Source: an optimization exercise on an open RTL-to-GDS flow (aim: small area). Production flows keep margins and buffers that such runs may drop.
The RTL was checked by simulation tests, not by an equivalence proof against the original design.
Power and IR drop assume default switching activity. The clock port is modelled as an ideal driver; clocking choices that lean on that would not hold on a real chip.

`design/flow/constraint.sdc`:
```
create_clock -name core_clock -period 8.0 [get_ports {i_clk}]
set_input_delay 1.6000 -clock core_clock [delete_from_list [all_inputs] [get_ports {i_clk}]]
set_output_delay 1.6000 -clock core_clock [all_outputs]
set_load 0.01 [all_outputs]
```
`design/flow/standard.sh`:
```
#!/bin/bash
# synth_recipe.tcl (not shown) runs the flow's synth.tcl, then flattens the netlist and writes it again
# the make line also repeats each setting of config.mk as NAME=value (left out here)
make -C /OpenROAD-flow-scripts/flow DESIGN_CONFIG=/design/flow/config.mk WORK_HOME=/design/flow/orfs CLKGATE_MAP_FILE= SYNTH_SCRIPT=/design/flow/synth_recipe.tcl "${@:-finish}"
```
`design/flow/flow/run.sh`:
```
#!/bin/bash
# The standard layout, with two changes appended to its config.mk:
# CTS clusters up to 36 flip-flops per clkbuf_16 leaf buffer (within 110 um) and
# inserts no dummy loads; ports are buffered with buf_1.
set -euo pipefail
cat >> config.mk <<'EOC'
export CTS_ARGS = -sink_clustering_enable -repair_clock_nets -dont_use_dummy_load -buf_list sky130_fd_sc_hd__clkbuf_16 -sink_clustering_size 36 -sink_clustering_max_diameter 110
export BUFFER_PORTS_ARGS = -buffer_cell sky130_fd_sc_hd__buf_1
EOC
bash standard.sh > standard.log 2>&1
```
`design/flow/design.v`:
```
`timescale 1ns/100ps
module tetris_top (
    input   logic           i_clk,
    input   logic           i_res_n,
    input   logic   [8:0]   i_vram_addr,
    input   logic   [3:0]   i_pos_x,
    input   logic   [4:0]   i_pos_y,
    output  logic   [3:0]   o_block_data,
    input   logic   [14:0]  i_snes_state,
    output  logic           o_game_reset_pls,
    output  logic           o_bgm_fixed_pls
);
    function automatic logic [15:0] shape_map(input logic [2:0] kind);
        logic [15:0] m;
        case (kind)
            3'd2: m = 16'h00f0;    
            3'd3: m = 16'h0033;    
            3'd4: m = 16'h0036;    
            3'd5: m = 16'h0063;    
            3'd6: m = 16'h0071;    
            3'd7: m = 16'h0074;    
            3'd0: m = 16'h0072;    
            default: m = 16'h0071;    
        endcase
        shape_map = m;
    endfunction
    logic   w_idle;
    logic   w_addr0;
    logic   w_last;
    assign w_idle  = i_vram_addr[8] & i_vram_addr[3];
    assign w_addr0 = (i_vram_addr == 9'd0);
    assign w_last  = i_vram_addr[8] & (i_vram_addr[2:0] == 3'd7);     
    logic   [6:0]   r_btn_old;       
    logic   [6:0]   w_btn;
    logic   [6:0]   w_press;
    logic           r_fix_req;
    logic           r_clr_req;
    assign w_btn   = {i_snes_state[14:12], i_snes_state[9:6]};
    assign w_press = w_btn & ~r_btn_old;
    always_ff @(posedge i_clk or negedge i_res_n) begin
        if (!i_res_n) begin
            r_btn_old <= '0;
            r_fix_req <= 1'b0;
            r_clr_req <= 1'b0;
        end else begin
            r_btn_old <= w_btn;
            r_fix_req <= w_press[5];
            r_clr_req <= w_press[4];
        end
    end
    assign o_game_reset_pls = r_clr_req;
    assign o_bgm_fixed_pls  = r_fix_req;
    logic   r_clr_pend;
    logic   r_fix_pend;
    logic   r_clr_busy;
    logic   r_fix_busy;
    logic   r_fix_done;
    logic   w_frame_start;
    logic   w_clr_start;
    logic   w_fix_start;
    assign w_frame_start = w_addr0 && !r_clr_busy && !r_fix_busy;
    assign w_clr_start   = w_frame_start && r_clr_pend;
    assign w_fix_start   = w_frame_start && r_fix_pend && !r_clr_pend;
    always_ff @(posedge i_clk or negedge i_res_n) begin
        if (!i_res_n) begin
            r_clr_pend <= 1'b0;
            r_fix_pend <= 1'b0;
            r_clr_busy <= 1'b0;
            r_fix_busy <= 1'b0;
            r_fix_done <= 1'b0;
        end else begin
            if (w_clr_start)    r_clr_pend <= 1'b0;
            else if (r_clr_req) r_clr_pend <= 1'b1;
            if (w_fix_start)    r_fix_pend <= 1'b0;
            else if (r_fix_req) r_fix_pend <= 1'b1;
            if (w_clr_start)    r_clr_busy <= 1'b1;
            else if (w_idle)    r_clr_busy <= 1'b0;
            r_fix_done <= 1'b0;
            if (w_fix_start) begin
                r_fix_busy <= 1'b1;
            end else if (r_fix_busy && w_idle) begin
                r_fix_busy <= 1'b0;
                r_fix_done <= 1'b1;
            end
        end
    end
    logic   [2:0]   r_kind;      
    logic   [3:0]   w_kind;
    logic   [1:0]   r_angle;
    logic   [3:0]   r_px;
    logic   [4:0]   r_py;
    assign w_kind = {r_kind == 3'd0, r_kind};
    always_ff @(posedge i_clk or negedge i_res_n) begin
        if (!i_res_n) begin
            r_kind  <= 3'd2;
            r_angle <= 2'd0;
            r_px    <= 4'd5;
            r_py    <= 5'd0;
        end else if (r_fix_done) begin
            r_kind  <= (r_kind == 3'd0) ? 3'd2 : r_kind + 3'd1;     
            r_angle <= 2'd0;
            r_px    <= 4'd5;
            r_py    <= 5'd0;
        end else if (!r_fix_busy) begin
            if (w_press[0])      r_angle <= r_angle + 2'd1;
            else if (w_press[6]) r_angle <= r_angle - 2'd1;
            else if (w_press[3]) r_py    <= r_py + 5'd1;
            else if (w_press[2]) r_px    <= r_px - 4'd1;
            else if (w_press[1]) r_px    <= r_px + 4'd1;
        end
    end
    logic   [3:0]   w_rx;
    logic   [4:0]   w_ry;
    logic   [1:0]   w_box;       
    logic   [1:0]   w_bx;
    logic   [1:0]   w_by;
    logic   [15:0]  w_map;
    logic           w_covered;
    assign w_rx  = i_pos_x - r_px;
    assign w_ry  = i_pos_y - r_py;
    assign w_box = (r_kind == 3'd2) ? 2'd3 : (r_kind == 3'd3) ? 2'd1 : 2'd2;
    always_comb begin
        case (r_angle)
            2'd0:    begin w_bx = w_rx[1:0];         w_by = w_ry[1:0];         end
            2'd1:    begin w_bx = w_ry[1:0];         w_by = w_box - w_rx[1:0]; end
            2'd2:    begin w_bx = w_box - w_rx[1:0]; w_by = w_box - w_ry[1:0]; end
            default: begin w_bx = w_box - w_ry[1:0]; w_by = w_rx[1:0];         end
        endcase
    end
    assign w_map     = shape_map(r_kind);
    assign w_covered = (w_rx[3:2] == 2'd0) && (w_ry[4:2] == 3'd0) && w_map[{w_by, w_bx}];
    localparam int CELLS = 264;
    localparam int LOOP  = 8;
    logic   [3*CELLS-1:0]   r_chain;
    logic   [3*LOOP-1:3]    r_delay;     
    logic   [3:0]           r_idle;      
    logic   [2:0]           w_phi;       
    logic                   w_ahead_sel;
    logic   [2:0]           w_ahead;
    logic   [2:0]           w_back;
    logic   [2:0]           w_old;       
    logic   [3:0]           w_old_code;
    logic                   w_wall;
    logic   [2:0]           w_new;
    logic   [3:0]           r_block;
    assign w_phi = r_idle[2:0];
    always_comb begin
        case (w_phi)
            3'd0: begin w_ahead = r_chain[2:0];   w_back = r_chain[2:0];   end
            3'd1: begin w_ahead = r_chain[23:21]; w_back = r_delay[5:3];   end
            3'd2: begin w_ahead = r_chain[20:18]; w_back = r_delay[8:6];   end
            3'd3: begin w_ahead = r_chain[17:15]; w_back = r_delay[11:9];  end
            3'd4: begin w_ahead = r_chain[14:12]; w_back = r_delay[14:12]; end
            3'd5: begin w_ahead = r_chain[11:9];  w_back = r_delay[17:15]; end
            3'd6: begin w_ahead = r_chain[8:6];   w_back = r_delay[20:18]; end
            default: begin w_ahead = r_chain[5:3]; w_back = r_delay[23:21]; end
        endcase
    end
    assign w_ahead_sel = (i_vram_addr[2:0] < w_phi);
    assign w_old = (w_ahead_sel ? w_ahead : w_back) ^ {3{r_idle[3] ^ !w_ahead_sel}};
    assign w_wall = (i_pos_y == 5'd21) || (i_pos_x == 4'd0) || (i_pos_x == 4'd11) ||
                    (i_pos_y == 5'd0 && (i_pos_x == 4'd1 || i_pos_x == 4'd2 ||
                                         i_pos_x == 4'd9 || i_pos_x == 4'd10));
    assign w_old_code = (w_old == {2'b00, !w_wall}) ? 4'd8 : {1'b0, w_old};
    always_comb begin
        if (w_clr_start || r_clr_busy)                      w_new = {2'b00, w_wall};
        else if ((w_fix_start || r_fix_busy) && w_covered)  w_new = r_kind | {2'b00, r_kind == 3'd0 && !w_wall};
        else                                                w_new = w_old;
    end
    always_ff @(posedge i_clk) begin
        r_delay <= {r_delay[3*LOOP-4:3], r_chain[2:0]};
        if (w_idle)
            r_idle <= r_idle + 4'd1;
        else if (w_last)
            r_idle <= 4'd0;
        r_block <= w_covered ? w_kind : w_old_code;
    end
    logic   [3*CELLS-1:0]   w_chain;
    always_comb begin
        for (int s = 0; s < CELLS; s++) begin
            if (s % LOOP != LOOP - 1)
                w_chain[3*s +: 3] = r_chain[3*(s+1) +: 3];
            else if (w_idle)
                w_chain[3*s +: 3] = ~r_chain[3*(s-LOOP+1) +: 3];
            else if (s == CELLS - 1)
                w_chain[3*s +: 3] = ~w_new;
            else
                w_chain[3*s +: 3] = ~r_chain[3*(s+1) +: 3];
        end
    end
    always_ff @(posedge i_clk) begin
        r_chain <= w_chain;
    end
    assign o_block_data = r_block;
endmodule
```
`design/flow/config.mk`:
```
export PLATFORM = sky130hd
export DESIGN_NAME = tetris_top
export DESIGN_NICKNAME = tetris_top
export VERILOG_FILES = /design/flow/design.v
export SDC_FILE = /design/flow/constraint.sdc
export NUM_CORES = 4
export LEC_CHECK = 0
export CAP_MARGIN = 20
export CORE_MARGIN = 2
export CORE_UTILIZATION = 65
export PLACE_DENSITY = 0.75
export SLEW_MARGIN = 20
export CTS_ARGS = -sink_clustering_enable -repair_clock_nets -dont_use_dummy_load -buf_list sky130_fd_sc_hd__clkbuf_16 -sink_clustering_size 36 -sink_clustering_max_diameter 110
export BUFFER_PORTS_ARGS = -buffer_cell sky130_fd_sc_hd__buf_1
```
==> results.cfg <==
[status]
status = no timing/DRC/antenna violations

[clocking]
clk_latency_ns = 0.57
cts_buffers = 27
cts_resized = 0
clock_path_buffers = 3
cts.sinks = 849
cts_tree = built
cts-root-buf = clkbuf_16
post_cts_buffers = 0
cts.reportedPaths.clkPinSlew_ns = 0.12
h-tree-depth = 1
ctsHoldBuffers = 0

[run]
cap_violations = 0

[yosys]
avgSynthCellArea_um2 = 16.3
synthArstFlopShare = 0.0330
ys_top_cells_by_area = dfxtp_1 81%, mux2i_1 5.1%, dfrtp_1 3.1%
syn_inst = 1243
synth_area_um2 = 20300
yosysSeqAreaShare = 0.848
yosysTopAreaCell = dfxtp_1
synth_most_common_cell = dfxtp_1
synth_cell_types = 58
synth_common_cells = 817 x dfxtp_1, 104 x mux2i_1, 28 x ha_1
yosys_warnings = 1
synth_edf_count = 4
synth-main-ff-cell = dfxtp_1
synth-seq-cells = 849
synth_top_area_share = 0.807
syn_nets = 1309

[routing]
avgViaCountPerCell = 4.83
routed-via-count = 8112
ant_nets = 0
drt_wl_total_um = 24300
drc_errors = 0
wl_per_cell_um = 14.5
drtIter0Drc = 409
drtPass1Iterations = 5

[floorplanning]
start_util = 0.660
floorplan.rows = 64
fp.dieH_um = 181
io_pins = 41
core_um2 = 30700
die_area_um2 = 32600
die_x_um = 181

[critical_path]
crit_arrival_ns = 4.42
crit_path_end_kind = register
path_class = input pin to register
cp-start-kind = input pin
r2r_cells = 9
cp_common_cell = inv_1
worstPathMaxFanout = 4
crit_required_ns = 8.46
slowest_stage = or4_4
crit_chain = buf_1 -> inv_1 -> ha_1 -> inv_1 -> fa_1 -> or3_1 -> a32o_1 -> or4_4 -> a31oi_4 -> mux2_1
max_stage_delay_ns = 0.57

[timing]
tns_ns = 0
finalHoldViolCount = 0
slew_headroom = 0.276
worst_clock_skew_ns = 0.0331
fmax_mhz = 252
rsz0062_at_grt = no
setup_viol = 0
slew_violations = 0
worst_slew_pin_slew_ns = 1.08
min_period_ns = 3.96
period_share = 0.495

[worst_hold_path]
min_path_type = register to register
holdPathStages = 0

[power_and_ir_drop]
ir_drop_v = 0.000240
leakagePower_nw = 8.88
power_density_nw_per_um2 = 311

[finish]
areaGrowthSynthToFinish_pct = 6.03
final_nets = 1351
antennaDiodeCount = 0
final_area_um2 = 21500
drive_gt1_frac = 0.0343

[grt]
grt_usage = 0.149
antenna_found_initial = 1
grt_overflow_total = 0
grt_max_degree = 52
grt_pass1_vias = 7974
grt_pass1_wl_um = 40400

[placement]
place.port_buffers = 32
place_area_um2 = 20800
gp_congestion = 0.795
hpwl_um = 15000
## area by class of cell
type / instances / area [um^2]
tap: 396 / 495
timing repair buffer: 34 / 136
inverter: 27 / 101
fill: 2048 / 9190
sequential: 849 / 17200
clock buffer: 27 / 676
multi-input combinational: 346 / 2890
## registers in the layout, summed over array words and instances, names as in the netlist
signal / cells
r_btn_old: 7
r_chain: 792
r_idle: 4
r_angle: 2
r_fix_req: 1
r_clr_pend: 1
r_px: 4
r_fix_busy: 1
r_py: 5
r_kind: 3
r_delay: 21
r_clr_busy: 1
r_fix_pend: 1
r_clr_req: 1
r_block: 4
r_fix_done: 1
## power by group
group          internal (W)  total (W)  switching, W  leakage (nW)
logic              0.000212   0.000470      0.000258          1.45
registers           0.00443    0.00451     0.0000828          7.10
clock network      0.000614    0.00169       0.00107         0.333
## per-stage QoR
step / util / cells / hold WS [ns] / total power [W] / setup slack, ns
floorplan: - / 1243 / 0.310 / 0.00495 / 3.78
finish: 0.700 / 1679 / 0.293 / 0.00667 / 4.04
global route: 0.700 / 1679 / 0.298 / 0.00694 / 3.98
CTS: 0.700 / 1679 / 0.296 / 0.00673 / 4.07
detailed placement: 0.678 / 1652 / 0.312 / 0.00508 / 3.47
global placement: 0.678 / 1652 / 0.310 / 0.00505 / 3.50
## path summary, 6_finish.rpt
| path | startpoint | end | slack (ns) |
|---|---|---|---|
| max | i_pos_x[0] | r_block[1]$_DFF_P_ | 4.04 |
| min | r_chain[328]$_DFF_P_ | r_chain[325]$_DFF_P_ | 0.29 |
| max reg2reg | r_idle[2]$_SDFFCE_PN0P_ | r_block[3]$_DFF_P_ | 4.51 |
| min reg2reg | r_chain[328]$_DFF_P_ | r_chain[325]$_DFF_P_ | 0.29 |
| max in group asynchronous | i_res_n | r_fix_req$_DFF_PN0_ | 6.45 |
| min in group asynchronous | i_res_n | r_btn_old[1]$_DFF_PN0_ | 1.07 |
## logic make-up (layout without fill, tap and decap cells)
| family | Yosys count | after routing | share of synthesized area |
|---|---|---|---|
| compound gates | 96 | 96 | 0.0358 |
| mux | 107 | 107 | 0.0531 |
| flops | 849 | 849 | 0.848 |
| simple gates | 90 | 90 | 0.0236 |
| buf+inv | 48 | 88 | 0.00964 |
| xor+xnor | 22 | 22 | 0.00951 |
| fa+ha+maj | 31 | 31 | 0.0203 |
## cell usage in the layout (no fill, tap or decap), types with 4 or more instances in the layout
cell type	instances
nand2_1	8
nor4_1	6
nand3_1	5
a21o_1	4
nor3_1	7
or3_1	9
mux2i_1	104
a221oi_1	7
nor2_1	26
a211o_1	4
ha_1	28
nor2b_1	9
dfrtp_1	25
a32o_1	5
inv_1	27
buf_1	31
a222oi_1	9
o21ai_0	14
a21oi_1	24
xnor2_1	18
edfxtp_1	4
clkbuf_16	27
nand2b_1	5
xor2_1	4
dfxtp_1	817
## layer usage
layer / part of all wire / track usage
met1: 0.53 / 0.232
met2: 0.42 / 0.223
met3: 0.031 / 0.0241
met4: 0.020 / 0.0345
met5: 0.00041 / 0
## critical path: cells and delay by family
kind | cells | cell delay (ns)
fa+ha+maj | 2 | 0.66
simple gates | 2 | 0.97
mux | 1 | 0.34
buf+inv | 3 | 0.28
compound gates | 2 | 0.58

re-timing with driven ports:
Ports are ideal in the flow. The routed layout listed here was re-timed in OpenROAD. Step 1: set_driving_cell puts a clkbuf_16 on i_clk and a buf_2 on each other input, an assumption about the parent block. Step 2 times the ports against the registers' clock, not the clock port: input delays grow and output delays shrink by t, the midpoint of the rising clock arrivals with the driver on. a / b / c = ideal ports / drivers / drivers and shift; a / b = the first two.
t, ns: 0.606
setup WS [ns]: 4.038 / 4.060 / 3.454
worst register clock-pin slew, ns: 0.12 / 0.12
worst data-port slew with drivers (ns): 0.08
pins driven straight from the clock port: 1
After both steps setup and hold are still met in this run. The setup slack of this run moves by +0.022 ns with the drivers and by -0.584 ns with both steps.
